From an optimization exercise on the open Yosys and OpenROAD flow, aimed at small area; shortcuts taken in it are not production practice.
In this exercise RTL edits were held to simulation tests only and were not proved equivalent to the original.
Power figures rest on the tool's default switching activity, not on a simulated workload.

## flow/flow/run.sh

```bash
#!/bin/bash
# Own layout flow: the standard synthesis, its combinational gates mapped
# again by ABC for area (every register keeps its cell and instance name),
# then the standard layout steps on that netlist. Each tool's output
# goes to a log file of its own in this folder.
set -euo pipefail
R=orfs/results/${FLOW_PLATFORM}/regAluTop/base
LIB=$FLOW_HOME/platforms/${FLOW_PLATFORM}/lib/sky130_fd_sc_hd__tt_025C_1v80.lib

# 1. Standard synthesis (the check's own)
bash standard.sh synth > flow_1_synth.log 2>&1
cp "$R/1_2_yosys.v" std_synth.v

# 2. Area re-mapping of the gates between the registers
LIB="$LIB" IN=std_synth.v OUT=remapped.v ABC_SCRIPT=flow/remap.abc \
	yosys -c flow/remap.tcl > flow_2_remap.log 2>&1
cp remapped.v "$R/1_2_yosys.v"

# 3. Standard layout from that netlist: small port buffers, clock tree
#    without dummy loads
export BUFFER_PORTS_ARGS="-buffer_cell sky130_fd_sc_hd__buf_1"
export CTS_ARGS="-sink_clustering_enable -repair_clock_nets -dont_use_dummy_load -buf_list {sky130_fd_sc_hd__clkbuf_4} -sink_clustering_size 8 -sink_clustering_max_diameter 50"
bash standard.sh finish > flow_3_layout.log 2>&1
```

## flow/flow/remap.abc

```
strash
&get -n
&dch
&nf -R 2000 -C 32
&dch
&nf -R 2000 -C 32
&put
```

## flow/flow/remap.tcl

```tcl
# Re-map the combinational logic of the standard synthesis netlist for area.
# Registers (and every sequential or special cell) stay as they are, with
# their instance names; only the gates between them are mapped again by ABC.
# Environment: LIB (liberty), IN (netlist), OUT (netlist), ABC_SCRIPT.
yosys -import
read_liberty -ignore_miss_func $::env(LIB)
foreach m {sky130_fd_sc_hd__clkdlybuf4s15_1 sky130_fd_sc_hd__clkdlybuf4s15_2 sky130_fd_sc_hd__clkdlybuf4s18_1 sky130_fd_sc_hd__clkdlybuf4s18_2 sky130_fd_sc_hd__clkdlybuf4s25_1 sky130_fd_sc_hd__clkdlybuf4s25_2 sky130_fd_sc_hd__clkdlybuf4s50_1 sky130_fd_sc_hd__clkdlybuf4s50_2 sky130_fd_sc_hd__conb_1 sky130_fd_sc_hd__decap_12 sky130_fd_sc_hd__decap_3 sky130_fd_sc_hd__decap_4 sky130_fd_sc_hd__decap_6 sky130_fd_sc_hd__decap_8 sky130_fd_sc_hd__dfbbn_1 sky130_fd_sc_hd__dfbbn_2 sky130_fd_sc_hd__dfbbp_1 sky130_fd_sc_hd__dfrbp_1 sky130_fd_sc_hd__dfrbp_2 sky130_fd_sc_hd__dfrtn_1 sky130_fd_sc_hd__dfrtp_1 sky130_fd_sc_hd__dfrtp_2 sky130_fd_sc_hd__dfrtp_4 sky130_fd_sc_hd__dfsbp_1 sky130_fd_sc_hd__dfsbp_2 sky130_fd_sc_hd__dfstp_1 sky130_fd_sc_hd__dfstp_2 sky130_fd_sc_hd__dfstp_4 sky130_fd_sc_hd__dfxbp_1 sky130_fd_sc_hd__dfxbp_2 sky130_fd_sc_hd__dfxtp_1 sky130_fd_sc_hd__dfxtp_2 sky130_fd_sc_hd__dfxtp_4 sky130_fd_sc_hd__diode_2 sky130_fd_sc_hd__dlclkp_1 sky130_fd_sc_hd__dlclkp_2 sky130_fd_sc_hd__dlclkp_4 sky130_fd_sc_hd__dlrbn_1 sky130_fd_sc_hd__dlrbn_2 sky130_fd_sc_hd__dlrbp_1 sky130_fd_sc_hd__dlrbp_2 sky130_fd_sc_hd__dlrtn_1 sky130_fd_sc_hd__dlrtn_2 sky130_fd_sc_hd__dlrtn_4 sky130_fd_sc_hd__dlrtp_1 sky130_fd_sc_hd__dlrtp_2 sky130_fd_sc_hd__dlrtp_4 sky130_fd_sc_hd__dlxbn_1 sky130_fd_sc_hd__dlxbn_2 sky130_fd_sc_hd__dlxbp_1 sky130_fd_sc_hd__dlxtn_1 sky130_fd_sc_hd__dlxtn_2 sky130_fd_sc_hd__dlxtn_4 sky130_fd_sc_hd__dlxtp_1 sky130_fd_sc_hd__dlygate4sd1_1 sky130_fd_sc_hd__dlygate4sd2_1 sky130_fd_sc_hd__dlygate4sd3_1 sky130_fd_sc_hd__dlymetal6s2s_1 sky130_fd_sc_hd__dlymetal6s4s_1 sky130_fd_sc_hd__dlymetal6s6s_1 sky130_fd_sc_hd__ebufn_1 sky130_fd_sc_hd__ebufn_2 sky130_fd_sc_hd__ebufn_4 sky130_fd_sc_hd__ebufn_8 sky130_fd_sc_hd__edfxbp_1 sky130_fd_sc_hd__edfxtp_1 sky130_fd_sc_hd__einvn_0 sky130_fd_sc_hd__einvn_1 sky130_fd_sc_hd__einvn_2 sky130_fd_sc_hd__einvn_4 sky130_fd_sc_hd__einvn_8 sky130_fd_sc_hd__einvp_1 sky130_fd_sc_hd__einvp_2 sky130_fd_sc_hd__einvp_4 sky130_fd_sc_hd__einvp_8 sky130_fd_sc_hd__lpflow_bleeder_1 sky130_fd_sc_hd__lpflow_clkbufkapwr_1 sky130_fd_sc_hd__lpflow_clkbufkapwr_16 sky130_fd_sc_hd__lpflow_clkbufkapwr_2 sky130_fd_sc_hd__lpflow_clkbufkapwr_4 sky130_fd_sc_hd__lpflow_clkbufkapwr_8 sky130_fd_sc_hd__lpflow_clkinvkapwr_1 sky130_fd_sc_hd__lpflow_clkinvkapwr_16 sky130_fd_sc_hd__lpflow_clkinvkapwr_2 sky130_fd_sc_hd__lpflow_clkinvkapwr_4 sky130_fd_sc_hd__lpflow_clkinvkapwr_8 sky130_fd_sc_hd__lpflow_decapkapwr_12 sky130_fd_sc_hd__lpflow_decapkapwr_3 sky130_fd_sc_hd__lpflow_decapkapwr_4 sky130_fd_sc_hd__lpflow_decapkapwr_6 sky130_fd_sc_hd__lpflow_decapkapwr_8 sky130_fd_sc_hd__lpflow_inputiso0n_1 sky130_fd_sc_hd__lpflow_inputiso0p_1 sky130_fd_sc_hd__lpflow_inputiso1n_1 sky130_fd_sc_hd__lpflow_inputiso1p_1 sky130_fd_sc_hd__lpflow_inputisolatch_1 sky130_fd_sc_hd__lpflow_isobufsrc_1 sky130_fd_sc_hd__lpflow_isobufsrc_16 sky130_fd_sc_hd__lpflow_isobufsrc_2 sky130_fd_sc_hd__lpflow_isobufsrc_4 sky130_fd_sc_hd__lpflow_isobufsrc_8 sky130_fd_sc_hd__lpflow_isobufsrckapwr_16 sky130_fd_sc_hd__lpflow_lsbuf_lh_hl_isowell_tap_1 sky130_fd_sc_hd__lpflow_lsbuf_lh_hl_isowell_tap_2 sky130_fd_sc_hd__lpflow_lsbuf_lh_hl_isowell_tap_4 sky130_fd_sc_hd__lpflow_lsbuf_lh_isowell_4 sky130_fd_sc_hd__lpflow_lsbuf_lh_isowell_tap_1 sky130_fd_sc_hd__lpflow_lsbuf_lh_isowell_tap_2 sky130_fd_sc_hd__lpflow_lsbuf_lh_isowell_tap_4 sky130_fd_sc_hd__probe_p_8 sky130_fd_sc_hd__probec_p_8 sky130_fd_sc_hd__sdfbbn_1 sky130_fd_sc_hd__sdfbbn_2 sky130_fd_sc_hd__sdfbbp_1 sky130_fd_sc_hd__sdfrbp_1 sky130_fd_sc_hd__sdfrbp_2 sky130_fd_sc_hd__sdfrtn_1 sky130_fd_sc_hd__sdfrtp_1 sky130_fd_sc_hd__sdfrtp_2 sky130_fd_sc_hd__sdfrtp_4 sky130_fd_sc_hd__sdfsbp_1 sky130_fd_sc_hd__sdfsbp_2 sky130_fd_sc_hd__sdfstp_1 sky130_fd_sc_hd__sdfstp_2 sky130_fd_sc_hd__sdfstp_4 sky130_fd_sc_hd__sdfxbp_1 sky130_fd_sc_hd__sdfxbp_2 sky130_fd_sc_hd__sdfxtp_1 sky130_fd_sc_hd__sdfxtp_2 sky130_fd_sc_hd__sdfxtp_4 sky130_fd_sc_hd__sedfxbp_1 sky130_fd_sc_hd__sedfxbp_2 sky130_fd_sc_hd__sedfxtp_1 sky130_fd_sc_hd__sedfxtp_2 sky130_fd_sc_hd__sedfxtp_4} { catch {setattr -mod -set keep_hierarchy 1 $m} }
read_verilog $::env(IN)
hierarchy -top regAluTop
flatten regAluTop
opt_clean regAluTop
abc -script $::env(ABC_SCRIPT) -liberty $::env(LIB) -dont_use sky130_fd_sc_hd__lpflow_* -dont_use sky130_fd_sc_hd__probe* -dont_use sky130_fd_sc_hd__*_0 regAluTop
yosys rename -hide w:*.*
opt_clean -purge regAluTop
splitnets regAluTop
opt_clean -purge regAluTop
hilomap -singleton -hicell sky130_fd_sc_hd__conb_1 HI -locell sky130_fd_sc_hd__conb_1 LO regAluTop
insbuf -buf sky130_fd_sc_hd__buf_1 A X regAluTop
setattr -mod -set blackbox 1 sky130_fd_sc_hd__*
check regAluTop
tee -o $::env(OUT).stat stat -liberty $::env(LIB) regAluTop
write_verilog -noattr $::env(OUT)
```

## flow/standard.sh

```bash
#!/bin/bash
# synth_recipe.tcl (not shown) runs the flow's synth.tcl, then flattens the netlist and writes it again
# the make line also repeats each setting of config.mk as NAME=value (left out here)
make -C /OpenROAD-flow-scripts/flow DESIGN_CONFIG=/design/flow/config.mk WORK_HOME=/design/flow/orfs CLKGATE_MAP_FILE= SYNTH_SCRIPT=/design/flow/synth_recipe.tcl "${@:-finish}"
```

## flow/config.mk

```make
export PLATFORM = sky130hd
export DESIGN_NAME = regAluTop
export DESIGN_NICKNAME = regAluTop
export VERILOG_FILES = /design/flow/design.v
export SDC_FILE = /design/flow/constraint.sdc
export NUM_CORES = 4
export LEC_CHECK = 0
export CAP_MARGIN = 20
export CORE_MARGIN = 2
export CORE_UTILIZATION = 50
export SETUP_SLACK_MARGIN = 0.2
export SLEW_MARGIN = 20
export SYNTH_HIERARCHICAL = 1
```

## flow/constraint.sdc

```tcl
create_clock -name core_clock -period 7.0 [get_ports {clk}]
set_input_delay 1.4000 -clock core_clock [delete_from_list [all_inputs] [get_ports {clk}]]
set_output_delay 1.4000 -clock core_clock [all_outputs]
set_load 0.01 [all_outputs]
```

## flow/design.v

```verilog
package regAluPkg;
	localparam int dataW = 16;      
	localparam int swW = 10;        
	localparam int regAddrW = 4;    
	localparam int numRegs = 1 << regAddrW;
	localparam int flagW = 5;
	localparam int flagC = 0;   
	localparam int flagL = 1;   
	localparam int flagF = 2;   
	localparam int flagZ = 3;   
	localparam int flagN = 4;   
	localparam logic [3:0] opADD = 4'h0;
	localparam logic [3:0] opSUB = 4'h1;
	localparam logic [3:0] opAND = 4'h2;
	localparam logic [3:0] opOR  = 4'h3;
	localparam logic [3:0] opXOR = 4'h4;
	localparam logic [3:0] opNOT = 4'h5;
	localparam logic [3:0] opLSH = 4'h6;
	localparam logic [3:0] opRSH = 4'h7;
	localparam logic [3:0] opMOV = 4'h8;
	localparam logic [3:0] opCMP = 4'h9;
	typedef struct packed {
		logic [3:0] op;
		logic immSel;
		logic [regAddrW-1:0] rdest;
		logic [swW-1:0] bSel;
	} aluCmd_t;
	localparam int cmdW = 4 + 1 + regAddrW + swW;
	typedef struct packed {
		logic [regAddrW-1:0] rdest;
		logic [dataW-1:0] value;
		logic [flagW-1:0] flags;
		logic writeEn;                 
	} aluResult_t;
endpackage
module switchCapture (
	input logic clk,
	input logic rstN,
	input logic [regAluPkg::swW-1:0] dataIn,
	input logic ldReg,      
	input logic ldSetup,
	input logic ldImm,
	input logic ldInst,
	input logic cmdReady,
	output logic cmdValid,
	output regAluPkg::aluCmd_t cmd
);
	logic [3:0] prsMeta;
	logic [3:0] prsSync;
	logic [3:0] prsPrev;
	logic [3:0] btnFall;
	logic [3:0] fOp;
	logic fImmSel;
	logic [regAluPkg::regAddrW-1:0] fRdest;
	logic [regAluPkg::regAddrW-1:0] fRsrc;
	logic [regAluPkg::swW-1:0] fImm;
	always_ff @(posedge clk or negedge rstN) begin
		if (!rstN) begin
			prsMeta <= '0;
			prsSync <= '0;
			prsPrev <= '0;
		end else begin
			prsMeta <= ~{ldInst, ldImm, ldSetup, ldReg};
			prsSync <= prsMeta;
			prsPrev <= prsSync;
		end
	end
	assign btnFall = prsSync & ~prsPrev;
	always_ff @(posedge clk or negedge rstN) begin
		if (!rstN) begin
			fRdest <= '0;
			fRsrc <= '0;
			fOp <= '0;
			fImmSel <= 1'b0;
			fImm <= '0;
		end else begin
			if (btnFall[0]) begin
				fRdest <= dataIn[9:6];
				fRsrc <= dataIn[3:0];
			end
			if (btnFall[1]) begin
				fOp <= dataIn[3:0];
				fImmSel <= dataIn[4];
			end
			if (btnFall[2]) fImm <= dataIn;
		end
	end
	always_ff @(posedge clk or negedge rstN) begin
		if (!rstN) cmdValid <= 1'b0;
		else if (!cmdValid) cmdValid <= btnFall[3];
		else if (cmdReady) cmdValid <= 1'b0;      
	end
	regAluPkg::aluCmd_t snap;
	regAluPkg::aluCmd_t cmdNext;
	always_comb begin
		snap.op = fOp;
		snap.immSel = fImmSel;
		snap.rdest = fRdest;
		snap.bSel = fImmSel ? fImm : {6'b0, fRsrc};
	end
	regHold #(.W(regAluPkg::cmdW)) hold (.en(!cmdValid && btnFall[3]), .d(snap), .q(cmd), .n(cmdNext));
	always_ff @(posedge clk) begin
		cmd <= cmdNext;
	end
endmodule
module regFile (
	input logic clk,
	input logic rstN,
	input logic [regAluPkg::regAddrW-1:0] rdAddrA,
	input logic [regAluPkg::regAddrW-1:0] rdAddrB,
	input logic immSel,
	input logic [regAluPkg::swW-1:0] imm,
	input logic wrEn,
	input logic [regAluPkg::regAddrW-1:0] wrAddr,
	input logic [regAluPkg::dataW-1:0] wrData,
	output logic [regAluPkg::dataW-1:0] rdDataA,
	output logic [regAluPkg::dataW-1:0] rdDataB
);
	localparam int immLo = regAluPkg::dataW - regAluPkg::swW;
	logic [regAluPkg::dataW-1:0] regs [regAluPkg::numRegs];
	logic [regAluPkg::numRegs-1:0] written;
	logic [regAluPkg::numRegs-1:0] selA;
	logic [regAluPkg::numRegs-1:0] selB;
	always_ff @(posedge clk or negedge rstN) begin
		if (!rstN) written <= '0;
		else if (wrEn) written[wrAddr] <= 1'b1;
	end
	logic [regAluPkg::dataW-1:0] regsNext [regAluPkg::numRegs];
	for (genvar r = 0; r < regAluPkg::numRegs; r++) begin : gWr
		rfNext nxt (.we(wrEn && wrAddr == r), .wd(wrData), .q(regs[r]), .d(regsNext[r]));
	end
	always_ff @(posedge clk) begin
		for (int r = 0; r < regAluPkg::numRegs; r++) regs[r] <= regsNext[r];
	end
	rfReadSel decA (.addr(rdAddrA), .en(1'b1), .written(written), .sel(selA));
	rfReadSel decB (.addr(rdAddrB), .en(!immSel), .written(written), .sel(selB));
	for (genvar b = 0; b < regAluPkg::dataW; b++) begin : gBit
		logic [regAluPkg::numRegs-1:0] column;
		for (genvar r = 0; r < regAluPkg::numRegs; r++) begin : gReg
			assign column[r] = regs[r][b];
		end
		rfReadBit bitA (.sel(selA), .column(column), .q(rdDataA[b]));
		if (b < immLo) begin : gLow
			rfReadBit bitB (.sel(selB), .column(column), .q(rdDataB[b]));
		end else begin : gImm
			rfReadBitImm bitB (.sel(selB), .column(column), .immSel(immSel), .imm(imm[b-immLo]), .q(rdDataB[b]));
		end
	end
endmodule
module rfReadSel (
	input logic [regAluPkg::regAddrW-1:0] addr,
	input logic en,
	input logic [regAluPkg::numRegs-1:0] written,
	output logic [regAluPkg::numRegs-1:0] sel
);
	always_comb begin
		for (int i = 0; i < regAluPkg::numRegs; i++) sel[i] = en && written[i] && (addr == i);
	end
endmodule
module rfReadBit (
	input logic [regAluPkg::numRegs-1:0] sel,
	input logic [regAluPkg::numRegs-1:0] column,
	output logic q
);
	assign q = |(sel & column);
endmodule
module rfReadBitImm (
	input logic [regAluPkg::numRegs-1:0] sel,
	input logic [regAluPkg::numRegs-1:0] column,
	input logic immSel,
	input logic imm,
	output logic q
);
	assign q = |(sel & column) | (immSel & imm);
endmodule
module rfNext (
	input logic we,
	input logic [regAluPkg::dataW-1:0] wd,
	input logic [regAluPkg::dataW-1:0] q,
	output logic [regAluPkg::dataW-1:0] d
);
	assign d = we ? wd : q;
endmodule
module operandFetch (
	input logic clk,
	input logic rstN,
	input logic cmdValid,
	input regAluPkg::aluCmd_t cmd,
	input logic opReady,
	output logic cmdReady,
	output logic opValid,
	output regAluPkg::aluCmd_t ops
);
	logic cmdTake;
	assign cmdReady = !opValid || opReady;
	assign cmdTake = cmdValid && cmdReady;
	always_ff @(posedge clk or negedge rstN) begin
		if (!rstN) opValid <= 1'b0;
		else if (cmdReady) opValid <= cmdValid;
	end
	regAluPkg::aluCmd_t opsNext;
	regHold #(.W(regAluPkg::cmdW)) hold (.en(cmdTake), .d(cmd), .q(ops), .n(opsNext));
	always_ff @(posedge clk) begin
		ops <= opsNext;
	end
endmodule
module regHold #(
	parameter int W = 1
) (
	input logic en,
	input logic [W-1:0] d,
	input logic [W-1:0] q,
	output logic [W-1:0] n
);
	assign n = en ? d : q;
endmodule
module aluExec (
	input logic clk,
	input logic rstN,
	input logic opValid,
	input logic [3:0] op,
	input logic [regAluPkg::regAddrW-1:0] rdest,
	input logic [regAluPkg::dataW-1:0] a,
	input logic [regAluPkg::dataW-1:0] b,
	input logic resultReady,
	output logic opReady,
	output logic wrEn,
	output logic [regAluPkg::dataW-1:0] wrData,
	output logic resultValid,
	output regAluPkg::aluResult_t result
);
	logic [regAluPkg::dataW-1:0] aluValue;
	logic [regAluPkg::flagW-1:0] aluFlags;
	logic isCmp;
	logic opTake;
	aluCore core (.op(op), .a(a), .b(b), .value(aluValue), .flags(aluFlags), .isCmp(isCmp));
	assign opReady = !resultValid || resultReady;
	assign opTake = opValid && opReady;
	assign wrEn = opTake && !isCmp;
	assign wrData = aluValue;
	always_ff @(posedge clk or negedge rstN) begin
		if (!rstN) resultValid <= 1'b0;
		else if (opReady) resultValid <= opValid;
	end
	logic [regAluPkg::regAddrW-1:0] resRdest;
	logic [regAluPkg::dataW-1:0] resValue;
	logic resN, resF, resL, resC;
	logic resWriteEn;
	localparam int resW = regAluPkg::regAddrW + regAluPkg::dataW + 5;
	logic [resW-1:0] resNew;
	logic [resW-1:0] resNext;
	assign resNew = {rdest, aluValue, aluFlags[regAluPkg::flagN], aluFlags[regAluPkg::flagF],
		aluFlags[regAluPkg::flagL], aluFlags[regAluPkg::flagC], !isCmp};
	regHold #(.W(resW)) hold (.en(opTake), .d(resNew),
		.q({resRdest, resValue, resN, resF, resL, resC, resWriteEn}),
		.n(resNext));
	always_ff @(posedge clk) begin
		{resRdest, resValue, resN, resF, resL, resC, resWriteEn} <= resNext;
	end
	always_comb begin
		result.rdest = resRdest;
		result.value = resValue;
		result.flags[regAluPkg::flagN] = resN;
		result.flags[regAluPkg::flagZ] = (resValue == '0);
		result.flags[regAluPkg::flagF] = resF;
		result.flags[regAluPkg::flagL] = resL;
		result.flags[regAluPkg::flagC] = resC;
		result.writeEn = resWriteEn;
	end
endmodule
module aluCore (
	input logic [3:0] op,
	input logic [regAluPkg::dataW-1:0] a,
	input logic [regAluPkg::dataW-1:0] b,
	output logic [regAluPkg::dataW-1:0] value,
	output logic [regAluPkg::flagW-1:0] flags,
	output logic isCmp
);
	localparam int W = regAluPkg::dataW;
	logic isAdd, isSub, sub, arith, isLsh, isRsh;
	logic [3:0] truth;
	logic [W:0] carry;
	logic ltAll;
	logic [W-1:0] shr;
	aluDecode dec (.op(op), .isAdd(isAdd), .isSub(isSub), .isCmp(isCmp), .sub(sub), .arith(arith),
		.isLsh(isLsh), .isRsh(isRsh), .truth(truth));
	aluShift shifter (.a(a), .left(isLsh), .amount(b[3:0]), .y(shr));
	logic [W-1:0] x, p, g, pl, gl;
	assign x = a ^ b;
	assign p = x ^ {W{sub}};
	assign g = a & (b ^ {W{sub}}) & {W{arith}};     
	assign pl = ~x;
	assign gl = ~a & b;
	aluCarry adder (.p(p), .g(g), .cin(sub), .carry(carry));
	aluLess less (.p(pl), .g(gl), .lt(ltAll));
	for (genvar i = 0; i < W; i++) begin : gBit
		aluBit slice (.ab(a[i] & b[i]), .b(b[i]), .s(p[i] ^ carry[i]),
			.isRsh(isRsh), .isLsh(isLsh), .shrR(shr[i]), .shrL(shr[W-1-i]),
			.truth(truth), .value(value[i]));
	end
	aluFlags fl (.value(value), .c15(carry[W-1]), .c16(carry[W]), .lt(ltAll), .a15(a[W-1]), .b15(b[W-1]),
		.isAdd(isAdd), .isSub(isSub), .flags(flags));
endmodule
module aluDecode (
	input logic [3:0] op,
	output logic isAdd,
	output logic isSub,
	output logic isCmp,
	output logic sub,
	output logic arith,
	output logic isLsh,
	output logic isRsh,
	output logic [3:0] truth     
);
	always_comb begin
		isAdd = (op == regAluPkg::opADD);
		isSub = (op == regAluPkg::opSUB);
		isCmp = (op == regAluPkg::opCMP);
		sub = isSub || isCmp;
		arith = isAdd || sub;
		isLsh = (op == regAluPkg::opLSH);
		isRsh = (op == regAluPkg::opRSH);
		case (op)
			regAluPkg::opADD, regAluPkg::opSUB, regAluPkg::opCMP: truth = 4'b0001;
			regAluPkg::opLSH, regAluPkg::opRSH: truth = 4'b0000;
			regAluPkg::opAND: truth = 4'b0010;
			regAluPkg::opOR: truth = 4'b0011;       
			regAluPkg::opXOR: truth = 4'b0001;
			regAluPkg::opNOT: truth = 4'b0100;
			default: truth = 4'b1000;     
		endcase
	end
endmodule
module aluShift (
	input logic [regAluPkg::dataW-1:0] a,
	input logic left,
	input logic [3:0] amount,
	output logic [regAluPkg::dataW-1:0] y
);
	logic [regAluPkg::dataW-1:0] x;
	always_comb begin
		for (int i = 0; i < regAluPkg::dataW; i++) x[i] = left ? a[regAluPkg::dataW-1-i] : a[i];
	end
	assign y = x >> amount;
endmodule
module aluBit (
	input logic ab,
	input logic b,
	input logic s,
	input logic isRsh,
	input logic isLsh,
	input logic shrR,
	input logic shrL,
	input logic [3:0] truth,
	output logic value
);
	assign value = (truth[0] && s) || (truth[1] && ab) || (truth[2] && !b) || (truth[3] && b) ||
		(isRsh && shrR) || (isLsh && shrL);
endmodule
module aluCarry (
	input logic [15:0] p,
	input logic [15:0] g,
	input logic cin,
	output logic [16:0] carry
);
	logic [3:0] gg, gp;
	logic [4:0] gc;
	always_comb begin
		for (int k = 0; k < 4; k++) begin
			gg[k] = g[4*k+3] | (p[4*k+3] & g[4*k+2]) | (p[4*k+3] & p[4*k+2] & g[4*k+1]) |
				(p[4*k+3] & p[4*k+2] & p[4*k+1] & g[4*k]);
			gp[k] = &p[4*k +: 4];
		end
		gc[0] = cin;
		gc[1] = gg[0] | (gp[0] & cin);
		gc[2] = gg[1] | (gp[1] & gg[0]) | (gp[1] & gp[0] & cin);
		gc[3] = gg[2] | (gp[2] & gg[1]) | (gp[2] & gp[1] & gg[0]) | (gp[2] & gp[1] & gp[0] & cin);
		gc[4] = gg[3] | (gp[3] & gc[3]);
		for (int k = 0; k < 4; k++) begin
			carry[4*k] = gc[k];
			for (int j = 1; j < 4; j++) carry[4*k+j] = g[4*k+j-1] | (p[4*k+j-1] & carry[4*k+j-1]);
		end
		carry[16] = gc[4];
	end
endmodule
module aluLess (
	input logic [15:0] p,
	input logic [15:0] g,
	output logic lt
);
	logic [3:0] gg, gp;
	always_comb begin
		for (int k = 0; k < 4; k++) begin
			gg[k] = g[4*k+3] | (p[4*k+3] & g[4*k+2]) | (p[4*k+3] & p[4*k+2] & g[4*k+1]) |
				(p[4*k+3] & p[4*k+2] & p[4*k+1] & g[4*k]);
			gp[k] = &p[4*k +: 4];
		end
		lt = gg[3] | (gp[3] & gg[2]) | (gp[3] & gp[2] & gg[1]) | (gp[3] & gp[2] & gp[1] & gg[0]);
	end
endmodule
module aluFlags (
	input logic [regAluPkg::dataW-1:0] value,
	input logic c15,
	input logic c16,
	input logic lt,
	input logic a15,
	input logic b15,
	input logic isAdd,
	input logic isSub,
	output logic [regAluPkg::flagW-1:0] flags
);
	always_comb begin
		flags[regAluPkg::flagC] = (isAdd && c16) || (isSub && lt);
		flags[regAluPkg::flagL] = lt;
		flags[regAluPkg::flagF] = (isAdd || isSub) && (c15 ^ c16);
		flags[regAluPkg::flagZ] = 1'b0;     
		flags[regAluPkg::flagN] = (a15 ^ b15) ? a15 : lt;
	end
endmodule
module hexDisplay (
	input logic clk,
	input logic rstN,
	input logic wrEn,
	input logic [regAluPkg::dataW-1:0] wrData,
	output logic [6:0] seg3,     
	output logic [6:0] seg2,
	output logic [6:0] seg1,
	output logic [6:0] seg0
);
	logic [regAluPkg::dataW-1:0] shownValue;
	function automatic logic [6:0] hexSeg(input logic [3:0] nib);
		case (nib)
			4'h0: hexSeg = ~7'b0111111;
			4'h1: hexSeg = ~7'b0000110;
			4'h2: hexSeg = ~7'b1011011;
			4'h3: hexSeg = ~7'b1001111;
			4'h4: hexSeg = ~7'b1100110;
			4'h5: hexSeg = ~7'b1101101;
			4'h6: hexSeg = ~7'b1111101;
			4'h7: hexSeg = ~7'b0000111;
			4'h8: hexSeg = ~7'b1111111;
			4'h9: hexSeg = ~7'b1100111;
			4'hA: hexSeg = ~7'b1110111;
			4'hB: hexSeg = ~7'b1111100;   
			4'hC: hexSeg = ~7'b1011000;   
			4'hD: hexSeg = ~7'b1011110;   
			4'hE: hexSeg = ~7'b1111001;
			default: hexSeg = ~7'b1110001;   
		endcase
	endfunction
	always_ff @(posedge clk or negedge rstN) begin
		if (!rstN) shownValue <= '0;
		else if (wrEn) shownValue <= wrData;    
	end
	assign seg3 = hexSeg(shownValue[15:12]);
	assign seg2 = hexSeg(shownValue[11:8]);
	assign seg1 = hexSeg(shownValue[7:4]);
	assign seg0 = hexSeg(shownValue[3:0]);
endmodule
module regAluTop (
	input logic clk,
	input logic rstN,
	input logic [regAluPkg::swW-1:0] dataIn,
	input logic ldReg,
	input logic ldSetup,
	input logic ldImm,
	input logic ldInst,
	input logic resultReady,
	output logic resultValid,
	output regAluPkg::aluResult_t result,
	output logic [6:0] seg3,
	output logic [6:0] seg2,
	output logic [6:0] seg1,
	output logic [6:0] seg0
);
	logic cmdValid;
	logic cmdReady;
	regAluPkg::aluCmd_t cmd;
	logic opValid;
	logic opReady;
	regAluPkg::aluCmd_t ops;
	logic [regAluPkg::dataW-1:0] rdDataA;
	logic [regAluPkg::dataW-1:0] opB;
	logic wrEn;
	logic [regAluPkg::dataW-1:0] wrData;
	switchCapture capture (
		.clk(clk),
		.rstN(rstN),
		.dataIn(dataIn),
		.ldReg(ldReg),
		.ldSetup(ldSetup),
		.ldImm(ldImm),
		.ldInst(ldInst),
		.cmdReady(cmdReady),
		.cmdValid(cmdValid),
		.cmd(cmd)
	);
	operandFetch fetch (
		.clk(clk),
		.rstN(rstN),
		.cmdValid(cmdValid),
		.cmd(cmd),
		.opReady(opReady),
		.cmdReady(cmdReady),
		.opValid(opValid),
		.ops(ops)
	);
	regFile rf (
		.clk(clk),
		.rstN(rstN),
		.rdAddrA(ops.rdest),
		.rdAddrB(ops.bSel[3:0]),
		.immSel(ops.immSel),
		.imm(ops.bSel),
		.wrEn(wrEn),
		.wrAddr(ops.rdest),
		.wrData(wrData),
		.rdDataA(rdDataA),
		.rdDataB(opB)
	);
	aluExec exec (
		.clk(clk),
		.rstN(rstN),
		.opValid(opValid),
		.op(ops.op),
		.rdest(ops.rdest),
		.a(rdDataA),
		.b(opB),
		.resultReady(resultReady),
		.opReady(opReady),
		.wrEn(wrEn),
		.wrData(wrData),
		.resultValid(resultValid),
		.result(result)
	);
	hexDisplay display (
		.clk(clk),
		.rstN(rstN),
		.wrEn(wrEn),
		.wrData(wrData),
		.seg3(seg3),
		.seg2(seg2),
		.seg1(seg1),
		.seg0(seg0)
	);
endmodule
```

==> results of run 1 <==
==> power by group <==
| group | switching, mW | internal (mW) |
|---|---|---|
| Clock | 0.748 | 0.358 |
| Sequential | 0.749 | 2.96 |
| Combinational | 2.10 | 1.05 |
==> routing by layer <==
metal	routed length [um]	track usage (%)	up-vias	share of wire, %
met1	27000	50.9	7943	40
met5	0	0	-	0
li1	-	-	7802	-
met4	4010	18.4	0	6.0
met2	27900	55.5	1127	42
met3	8230	8.45	319	12
==> flip-flops by register name, summed over array words and instances (netlist names), 4 cells and up <==
register / count
capture.cmd: 19
capture.fImm: 10
capture.fOp: 4
capture.fRdest: 4
capture.fRsrc: 4
capture.prsMeta: 4
capture.prsPrev: 4
capture.prsSync: 4
display.shownValue: 16
exec.resRdest: 4
exec.resValue: 16
fetch.ops: 19
rf.regs: 256
rf.written: 16
==> worst register-to-register path: stages (launching register included) <==
cell and delay [ps]:
dfxtp_1 550, nor3b_1 470, and3_1 970, a22oi_1 230, nand4_1 170, nor2_1 70
buf_4 210, xnor2_1 240, xor2_1 220, nand3_1 160, nor3_1 170, a31oi_1 90
a21oi_1 310, and3b_1 250, nand2_1 60, o2111ai_1 160, nor2b_1 260, and3_1 210
o311a_1 630, o21ai_1 160
==> worst min-delay path by stage <==
| stage | startpoint | endpoint | cells past startpoint |
|---|---|---|---|
| 2_1_floorplan | capture.prsMeta[0] | capture.prsSync[0] | 0 |
| 4_1_cts | capture.prsMeta[1] | capture.prsSync[1] | 0 |
| 6_report | capture.prsMeta[2] | capture.prsSync[2] | 0 |
| 3_3_place_gp | capture.prsMeta[1] | capture.prsSync[1] | 0 |
| 3_5_place_dp | capture.prsMeta[3] | capture.prsSync[3] | 0 |
| 5_1_grt | capture.prsMeta[1] | capture.prsSync[1] | 0 |
==> placed cells by master (no fill, tap or decap), types with 15 or more instances in the layout <==
cell type  count
nor2b_1       19
buf_1         70
nor2_1        86
mux2i_1       18
buf_4         71
nand2b_1      25
mux2_1        62
a21oi_1       45
a22oi_1       96
o21ai_1      345
nand2_1      405
clkbuf_4      56
dfxtp_1      319
nand4_1       31
a222oi_1     101
and3_1        39
clkinv_1      23
xnor2_1       33
o22ai_1       15
nand3_1       30
dfrtp_1       70
==> final cells by class <==
type | count | area [um^2] | share of cell area (%)
Inverter | 23 | 86.3 | 0.455
Tap cell | 448 | 561 | 2.95
Multi-Input combinational cell | 1519 | 8990 | 47.3
Antenna cell | 1 | 2.50 | 0.0132
Clock buffer | 55 | 413 | 2.17
Sequential cell | 389 | 8140 | 42.8
Timing Repair Buffer | 142 | 803 | 4.23
==> stage by stage <==
stage	power, mW	area, um^2	instances	setup slack (ps)	util (%)
finish	7.96	19000	2577	1250	56.5
detailed placement	6.81	18600	2521	1550	55.3
floorplan	5.42	17100	1931	1560	-
global route	8.44	19000	2577	917	56.5
global placement	6.75	18600	2521	1740	55.3
CTS	7.89	19000	2576	1470	56.5
==> results.cfg, run 1 <==
[run_status]
status = no timing/DRC/antenna violations

[place]
place_hpwl_um = 43200
gp_congestion = 0.973
port_buffers = 71

[route]
vias_per_cell = 6.67
drt-initial-drc-count = 2991
vias = 17200
wl_per_cell_um = 26.1
drc = 0
drt-total-wl_um = 67200
postRouteAntennaNets = 0
dr.pass1.iters = 15

[setup_path]
max_stage_delay_ps = 970
crit_type = reg2reg
r2r_slack_ps = 1250
path_depth = 19
required_ps = 7610
crit_arrival_ps = 6360
critical_path.slowest_cell = and3_1
cp_cell_sequence = nor3b_1, and3_1, a22oi_1, nand4_1, nor2_1, buf_4, xnor2_1, xor2_1, nand3_1, nor3_1, a31oi_1, a21oi_1, and3b_1, nand2_1, o2111ai_1, nor2b_1, and3_1, o311a_1, o21ai_1
start_kind = flop
crit_top_cell = and3_1
crit_fanout = 18
worstRegToRegCells = 19
critPathTopFamily = simple AND/OR/NAND/NOR gates
timing.rr.start = fetch.ops[14]
startpoint = fetch.ops[14]
crit_path_end = rf.regs[2][14]
path_buf_inv = 1
end_kind = flop
reg2reg_to = rf.regs[2][14]

[floorplan]
die_y_um = 189
io-pin-count = 72
row_count = 67
initial_core_util_pct = 51.0
die-area_um2 = 35800
die_w_um = 189
core_um2 = 33600

[final_layout]
drive_above_1_share_pct = 6.63
area_delta_synth_final_pct = 10.8
fill_cells = 3186
nets = 2147

[yosys]
yosysWarnings = 20
avgSynthCellArea_um2 = 8.89
netlist_area_um2 = 17100
synth_cells = 1928

[sta]
tns_ps = 0
whs_ps = 351
hold_viol_final = 0
skew_ps = 72.0
rsz0062_at_grt = no
max_freq_mhz = 174
timing.final.crit_share_pct = 82.1
fin_crit_ps = 5750
drv_slew = 0
slew_headroom_pct = 26.4
setup_violations = 0
tightest_slew_ps = 1100

[global_route]
overflow = 0
grt_pass1_wl_um = 100000
grt.total_usage_pct = 37.2
grt_max_degree = 71
grt_antenna_before_repair = 1
grt_pass1_vias = 16100

[clocking]
clockRootBuffer = clkbuf_4
clock_path_buffers = 3
post_cts_buffers = 0
cts.sinks = 389
cts_resized = 0
htree_levels = 2
clkTransAtPathRegs_ps = 100
cts_hold_buf = 0
cts_tree = done
insertion_delay_ps = 800
cts_buffers = 55

[power_and_ir_drop]
ir_worst_vdd_uv = 208
cellPowerDensity_nw_per_um2 = 419
leakage_nw = 7.06

[worst_hold_path]
hold_class = reg2reg

[flow_run]
drv_cap = 0
==> run 2: changes to the inputs <==
--- a/flow/config.mk
+++ b/flow/config.mk
@@ -5,9 +5,9 @@
 export SDC_FILE = /design/flow/constraint.sdc
 export NUM_CORES = 4
 export LEC_CHECK = 0
-export CAP_MARGIN = 20
+export CAP_MARGIN = 10
 export CORE_MARGIN = 2
 export CORE_UTILIZATION = 50
 export SETUP_SLACK_MARGIN = 0.2
-export SLEW_MARGIN = 20
+export SLEW_MARGIN = 10
 export SYNTH_HIERARCHICAL = 1
==> results.cfg, run 2 <==
[clocking]
cts_buffers = 55
cts_hold_buf = 0
clkTransAtPathRegs_ps = 100
htree_levels = 2
cts.sinks = 389
clockRootBuffer = clkbuf_4
insertion_delay_ps = 810
cts_tree = done
clock_path_buffers = 3
post_cts_buffers = 0
cts_resized = 0

[sta]
rsz0062_at_grt = no
max_freq_mhz = 173
layout_setup_ws_ps = 1210
drv_slew = 0
setup_violations = 0
whs_ps = 351
timing.final.crit_share_pct = 82.7
slew_headroom_pct = 16.0
hold_viol_final = 0
fin_crit_ps = 5790
tns_ps = 0
skew_ps = 80.1
tightest_slew_ps = 1260

[final_layout]
multi_input_area_um2 = 8990
area_delta_synth_final_pct = 10.8
final_cell_mix = nand2_1 (405), o21ai_1 (345), dfxtp_1 (319)
largest_reg_flops = 256
nets = 2147
fill_cells = 3186
largest_register = rf.regs
drive_above_1_share_pct = 6.58
reg_top3 = rf.regs (256), capture.cmd (19), fetch.ops (19)
seq_area_um2 = 8140
layout_commonest_cell = nand2_1

[run_status]
status = no timing/DRC/antenna violations

[yosys]
avgSynthCellArea_um2 = 8.89
yosysWarnings = 20
netlist_area_um2 = 17100
synth_cells = 1928

[route]
vias_per_cell = 6.68
postRouteAntennaNets = 0
drt-total-wl_um = 67300
drc = 0
dr.pass1.iters = 17
vias = 17200
drt-initial-drc-count = 3011
wl_per_cell_um = 26.1

[place]
place_hpwl_um = 43200
gp_congestion = 0.973
port_buffers = 71
pre_cts_ws_ps = 1550

[floorplan]
die_y_um = 189
die-area_um2 = 35800
io-pin-count = 72
die_w_um = 189
initial_core_util_pct = 51.0
row_count = 67
core_um2 = 33600

[power_and_ir_drop]
ir_worst_vdd_uv = 208
cellPowerDensity_nw_per_um2 = 419
leakage_nw = 7.06
p_total_mw = 7.96

[setup_path]
start_kind = flop
required_ps = 7620
crit_arrival_ps = 6410
r2r_slack_ps = 1210
end_kind = flop
crit_type = reg2reg
crit_fanout = 18

[global_route]
grt_pass1_wl_um = 100000
grt.total_usage_pct = 37.2
grt_max_degree = 71
grt_antenna_before_repair = 1
grt_pass1_vias = 16100
overflow = 0

[flow_run]
drv_cap = 0

[worst_hold_path]
hold_class = reg2reg
[run 2: worst paths after layout]
path,from,to,cells past startpoint
min in group asynchronous,rstN,rf.written[0],2
max reg2reg,fetch.ops[14],rf.regs[2][14],19
max,fetch.ops[14],rf.regs[2][14],19
max in group asynchronous,rstN,rf.written[8],2
min,capture.prsMeta[2],capture.prsSync[2],0
min reg2reg,capture.prsMeta[2],capture.prsSync[2],0
[run 2: power by group]
| part | internal, mW | leakage (nW) | total, mW | switching, mW |
|---|---|---|---|---|
| Clock | 0.358 | 0.253 | 1.11 | 0.750 |
| Combinational | 1.05 | 3.34 | 3.14 | 2.10 |
| Sequential | 2.96 | 3.47 | 3.71 | 0.751 |
| Total | 4.36 | 7.06 | 7.96 | 3.60 |
[run 2: critical path: stages, from the launching register on]
cell and delay [ps]:
dfxtp_1 550, nor3b_1 460, and3_1 1000, a22oi_1 230, nand4_1 170, nor2_1 70
buf_4 210, xnor2_1 240, xor2_1 220, nand3_1 160, nor3_1 170, a31oi_1 90
a21oi_1 310, and3b_1 250, nand2_1 60, o2111ai_1 150, nor2b_1 260, and3_1 210
o311a_1 630, o21ai_1 150
[run 2: per-stage QoR]
step	area (um^2)	util (%)	instances
after global placement	18600	55.3	2521
after CTS	19000	56.5	2576
after global routing	19000	56.5	2577
final	19000	56.5	2577
after floorplan	17100	-	1931
after detailed placement	18600	55.3	2521
[run 2: final cells by class]
cell class	count	share of cell area, %
diodes	1	0.0132
inverters	23	0.455
clock buffers	55	2.17
repair buffers	142	4.23
well taps	448	2.95
flip-flops and latches	389	42.9
multi-input cells	1519	47.3
[run 2: per-layer routing]
metal / track usage [%] / vias to the layer above / routed length [um]
met5: 0 / - / 0
met4: 18.4 / 0 / 4110
met3: 8.45 / 305 / 8470
met2: 55.5 / 1173 / 27900
met1: 50.9 / 7939 / 26800
li1: - / 7795 / -
==> run 3: changes to the inputs <==
--- a/flow/flow/run.sh
+++ b/flow/flow/run.sh
@@ -19,5 +19,5 @@
 # 3. Standard layout from that netlist: small port buffers, clock tree
 #    without dummy loads
 export BUFFER_PORTS_ARGS="-buffer_cell sky130_fd_sc_hd__buf_1"
-export CTS_ARGS="-sink_clustering_enable -repair_clock_nets -dont_use_dummy_load -buf_list {sky130_fd_sc_hd__clkbuf_4} -sink_clustering_size 8 -sink_clustering_max_diameter 50"
+export CTS_ARGS="-sink_clustering_enable -repair_clock_nets -dont_use_dummy_load -buf_list {sky130_fd_sc_hd__clkbuf_8} -sink_clustering_size 16 -sink_clustering_max_diameter 60"
 bash standard.sh finish > flow_3_layout.log 2>&1
--- a/flow/config.mk
+++ b/flow/config.mk
@@ -7,7 +7,7 @@
 export LEC_CHECK = 0
 export CAP_MARGIN = 10
 export CORE_MARGIN = 2
-export CORE_UTILIZATION = 50
-export SETUP_SLACK_MARGIN = 0.2
+export CORE_UTILIZATION = 62
+export PLACE_DENSITY = 0.72
 export SLEW_MARGIN = 10
 export SYNTH_HIERARCHICAL = 1
==> results.cfg, run 3 <==
[setup_path]
end_kind = flop
crit_type = reg2reg
crit_fanout = 18
crit_arrival_ps = 6090
start_kind = flop
required_ps = 7490

[sta]
fin_crit_ps = 5600
hold_viol_final = 0
max_freq_mhz = 179
setup_violations = 0
slew_headroom_pct = 8.79
drv_slew = 0
timing.final.crit_share_pct = 79.9
rsz0062_at_grt = no
tightest_slew_ps = 1370
skew_ps = 96.6
tns_ps = 0

[power_and_ir_drop]
ir_worst_vdd_uv = 309
leakage_nw = 6.97
cellPowerDensity_nw_per_um2 = 422

[global_route]
grt.total_usage_pct = 43.4
grt_max_degree = 71
grt_antenna_before_repair = 0
overflow = 0
grt_pass1_vias = 16300
grt_pass1_wl_um = 94900

[clocking]
post_cts_buffers = 0
cts_hold_buf = 0
cts_resized = 0
cts_tree = done
cts_buffers = 31
clock_path_buffers = 3
insertion_delay_ps = 640
htree_levels = 1
clkTransAtPathRegs_ps = 100
cts.sinks = 389
clockRootBuffer = clkbuf_8

[floorplan]
die_y_um = 170
core_um2 = 27000
io-pin-count = 72
initial_core_util_pct = 63.4
die_w_um = 170
die-area_um2 = 29000
row_count = 60

[route]
postRouteAntennaNets = 0
vias = 17500
dr.pass1.iters = 13
drt-total-wl_um = 63900
vias_per_cell = 7.18
drt-initial-drc-count = 3750
drc = 0
wl_per_cell_um = 26.3

[yosys]
netlist_area_um2 = 17100
avgSynthCellArea_um2 = 8.89
synth_cells = 1928
yosysWarnings = 20

[run_status]
status = no timing/DRC/antenna violations

[final_layout]
largest_register = rf.regs
final_cells = 2432
nets = 2110
largest_reg_flops = 256
fill_cells = 2216
area_delta_synth_final_pct = 9.56
reg_top3 = rf.regs (256), capture.cmd (19), fetch.ops (19)
drive_above_1_share_pct = 5.02
final_cell_mix = nand2_1 (404), o21ai_1 (344), dfxtp_1 (319)
layout_commonest_cell = nand2_1
antenna_cells = 0

[flow_run]
drv_cap = 0

[place]
place_hpwl_um = 41500
gp_congestion = 1.01
port_buffers = 71
dp_cells = 2401

[worst_hold_path]
hold_class = reg2reg
==> run 3: changes by cell type in the layout (fill, tap and decap cells not counted), sizes merged <==
cell / delta
buf: -13
clkbuf: -24
diode: -1
==> run 3: per-stage QoR <==
step	area, um^2	hold slack [ps]	total power [mW]	utilization [%]	worst slack, ps
finish	18800	356	7.93	69.5	1400
global route	18800	366	8.32	69.5	1220
global placement	18300	332	6.62	67.9	1850
detailed placement	18300	338	6.74	67.9	1710
CTS	18800	361	7.78	69.5	1700
floorplan	17100	331	5.42	-	1560
==> run 3: critical path, stage by stage (launching register included) <==
cell and delay (ps):
dfxtp_1 510, and3b_1 260, and3_1 650, a222oi_1 530, nand4_1 150, nor2_1 900, a21oi_1 80, a31oi_1 260
o22ai_1 120, a31oi_1 270, nor2_1 80, a21oi_1 310, o221ai_1 180, a31oi_2 940, o21ai_1 180
==> run 3: cell type report <==
class	count	area [um^2]	area share, %
inverters	23	86.3	0.460
multi-input cells	1519	8990	47.9
well taps	341	427	2.27
repair buffers	129	706	3.76
clock buffers	31	427	2.27
flip-flops and latches	389	8140	43.3
==> run 3: final timing paths <==
| path | depth (start not counted) | slack, ps | start | to |
|---|---|---|---|---|
| min in group asynchronous | 1 | 940 | rstN | display.shownValue[11] |
| setup / recovery | 14 | 1400 | fetch.ops[10] | rf.regs[9][8] |
| hold / removal | 0 | 360 | capture.prsMeta[0] | capture.prsSync[0] |
| max in group asynchronous | 1 | 5370 | rstN | capture.fRdest[2] |
| setup reg to reg | 14 | 1400 | fetch.ops[10] | rf.regs[9][8] |
| hold reg to reg | 0 | 360 | capture.prsMeta[0] | capture.prsSync[0] |
==> run 3: layer usage <==
| layer | track usage (%) | part of all wire (%) | vias up |
|---|---|---|---|
| met5 | 0 | 0 | - |
| met4 | 22.2 | 7.0 | 0 |
| met3 | 13.6 | 16 | 379 |
| met2 | 64.6 | 41 | 1349 |
| met1 | 56.9 | 36 | 8010 |
| li1 | - | - | 7724 |
==> run 3: report_power, final <==
group	total (mW)	internal, mW	leakage [nW]	switching (mW)
logic	3.13	1.03	3.28	2.10
registers	3.72	2.96	3.47	0.764
clock network	1.08	0.393	0.223	0.686
==> run 4: changes to the inputs <==
==> flow/flow/remap.abc (replaced) <==
strash
&get -n
&dch
&nf -R 1000
&put
==> flow/config.mk (replaced) <==
export PLATFORM = sky130hd
export DESIGN_NAME = regAluTop
export DESIGN_NICKNAME = regAluTop
export VERILOG_FILES = /design/flow/design.v
export SDC_FILE = /design/flow/constraint.sdc
export NUM_CORES = 4
export LEC_CHECK = 0
export CAP_MARGIN = 20
export CORE_MARGIN = 2
export CORE_UTILIZATION = 55
export PLACE_DENSITY = 0.65
export SLEW_MARGIN = 20
export SYNTH_HIERARCHICAL = 1
==> results.cfg, run 4 <==
[run_status]
status = no timing/DRC/antenna violations

[sta]
hold_viol_final = 0
max_freq_mhz = 155
skew_ps = 118
slew_headroom_pct = 27.2
setup_violations = 0
rsz0062_at_grt = no
tightest_slew_ps = 1090
fin_crit_ps = 6450
drv_slew = 0
layout_setup_ws_ps = 550
whs_ps = 363
timing.final.crit_share_pct = 92.1
tns_ps = 0

[place]
place_hpwl_um = 43700
gp_congestion = 1.02
dp_cells = 2488
port_buffers = 71
pre_cts_ws_ps = 851

[clocking]
post_cts_buffers = 0
cts_buffers = 34
clock_path_buffers = 3
cts_resized = 0
cts.sinks = 389
clockRootBuffer = clkbuf_8
clkTransAtPathRegs_ps = 90
cts_tree = done
htree_levels = 2
cts_hold_buf = 0
insertion_delay_ps = 580

[route]
dr.pass1.iters = 8
postRouteAntennaNets = 0
drt-total-wl_um = 65700
vias_per_cell = 6.93
drt-initial-drc-count = 2856
drc = 0
vias = 17500
wl_per_cell_um = 26.0

[final_layout]
largest_reg_flops = 256
final_cell_mix = dfxtp_1 (319), nor2_1 (295), a21oi_1 (270)
drive_above_1_share_pct = 6.26
area_delta_synth_final_pct = 11.0
largest_register = rf.regs
reg_top3 = rf.regs (256), capture.cmd (19), fetch.ops (19)
nets = 2145
antenna_cells = 0
fill_cells = 2720
layout_commonest_cell = dfxtp_1
final_cells = 2522

[floorplan]
die_y_um = 181
initial_core_util_pct = 56.2
core_um2 = 30700
io-pin-count = 72
die-area_um2 = 32800
die_w_um = 181
row_count = 64

[worst_hold_path]
hold_class = reg2reg

[setup_path]
end_kind = flop
crit_type = reg2reg
r2r_slack_ps = 550
crit_arrival_ps = 6840
critical_path.slowest_cell = dfxtp_1
start_kind = flop
max_stage_delay_ps = 750
reg2reg_to = rf.regs[6][15]
crit_fanout = 18
worstRegToRegCells = 28
required_ps = 7390
timing.rr.start = fetch.ops[14]
startpoint = fetch.ops[14]
crit_path_end = rf.regs[6][15]

[yosys]
netlist_area_um2 = 17300
avgSynthCellArea_um2 = 8.87
synth_cells = 1948
yosysWarnings = 20

[global_route]
grt_max_degree = 71
overflow = 0
grt_pass1_vias = 16200
grt_pass1_wl_um = 98300
grt.total_usage_pct = 39.3
grt_antenna_before_repair = 0

[power_and_ir_drop]
cellPowerDensity_nw_per_um2 = 557
p_total_mw = 10.7
ir_worst_vdd_uv = 312
leakage_nw = 7.48

[flow_run]
drv_cap = 0
[run 4: layout make-up]
| class | count | area (um^2) | area share [%] |
|---|---|---|---|
| Clock buffer | 34 | 468 | 2.44 |
| Multi-Input combinational cell | 1536 | 9180 | 47.9 |
| Timing Repair Buffer | 141 | 796 | 4.15 |
| Tap cell | 396 | 495 | 2.58 |
| Sequential cell | 389 | 8140 | 42.5 |
| Inverter | 26 | 97.6 | 0.509 |
[run 4: per-layer routing]
metal	routed length [um]	GRT usage [%]
met3	8130	9.92
met1	25600	52.2
met4	4500	21.6
met5	0	0.296
met2	27500	58.8
[run 4: where the power goes]
part	leakage (nW)	internal [mW]	switching [mW]
clock	0.244	0.437	0.716
sequential	3.47	3.12	0.953
combinational	3.76	1.80	3.65
total	7.48	5.36	5.32
[run 4: how the worst min path moves through the flow]
stage                        from  slack, ps            endpoint  cells past startpoint
2_1_floorplan  capture.prsMeta[0]        330  capture.prsSync[0]                      0
3_3_place_gp   capture.prsMeta[1]        340  capture.prsSync[1]                      0
3_5_place_dp   capture.prsMeta[0]        340  capture.prsSync[0]                      0
4_1_cts        capture.prsMeta[2]        360  capture.prsSync[2]                      0
5_1_grt        capture.prsMeta[2]        360  capture.prsSync[2]                      0
6_report       capture.prsMeta[2]        360  capture.prsSync[2]                      0
[run 4: metrics by stage]
stage	instance area [um^2]	utilization (%)
global placement	18700	60.8
detailed placement	18700	60.8
CTS	19200	62.3
finish	19200	62.3
floorplan	17300	-
global route	19200	62.3
[run 4: critical path: cells and delay by family, from the launching register on]
family	cells	cell delay, ps
compound gates	9	2000
xor+xnor	2	500
buf+inv	4	580
flops	1	750
simple gates	13	2430

==> re-timing with driven ports <==
In the flow no input, the clock included, has a driving cell. The finished layouts below were timed again as built, in two steps. Step 1 sets driving cells, clkbuf_16 on the clock port and buf_2 on the other inputs (assumed; they add their load-dependent delay and slew). Step 2 adds t to the input delays and takes it off the output delays; t is the mean of the earliest and latest rising clock arrival at the registers after step 1. Input paths then give back, and output paths get back, about the clock's delay inside the block. Three values: ideal ports, drivers, drivers and shift; two values: the first two.
run	t, ns	setup slack, ns	hold WS [ns]	latest minus earliest clock arrival (ns)	worst register clock-pin slew, ns
run 1	0.809	1.252 / 1.252 / 1.252	0.351 / 0.351 / 0.351	0.072 / 0.072	0.10 / 0.10
run 2	0.817	1.213 / 1.213 / 1.213	0.351 / 0.351 / 0.351	0.080 / 0.080	0.10 / 0.10
run 3	0.645	1.404 / 1.404 / 1.404	0.356 / 0.356 / 0.356	0.097 / 0.096	0.10 / 0.10
run 4	0.569	0.550 / 0.550 / 0.550	0.363 / 0.363 / 0.363	0.117 / 0.117	0.10 / 0.10
After both steps every run listed still meets setup and hold.
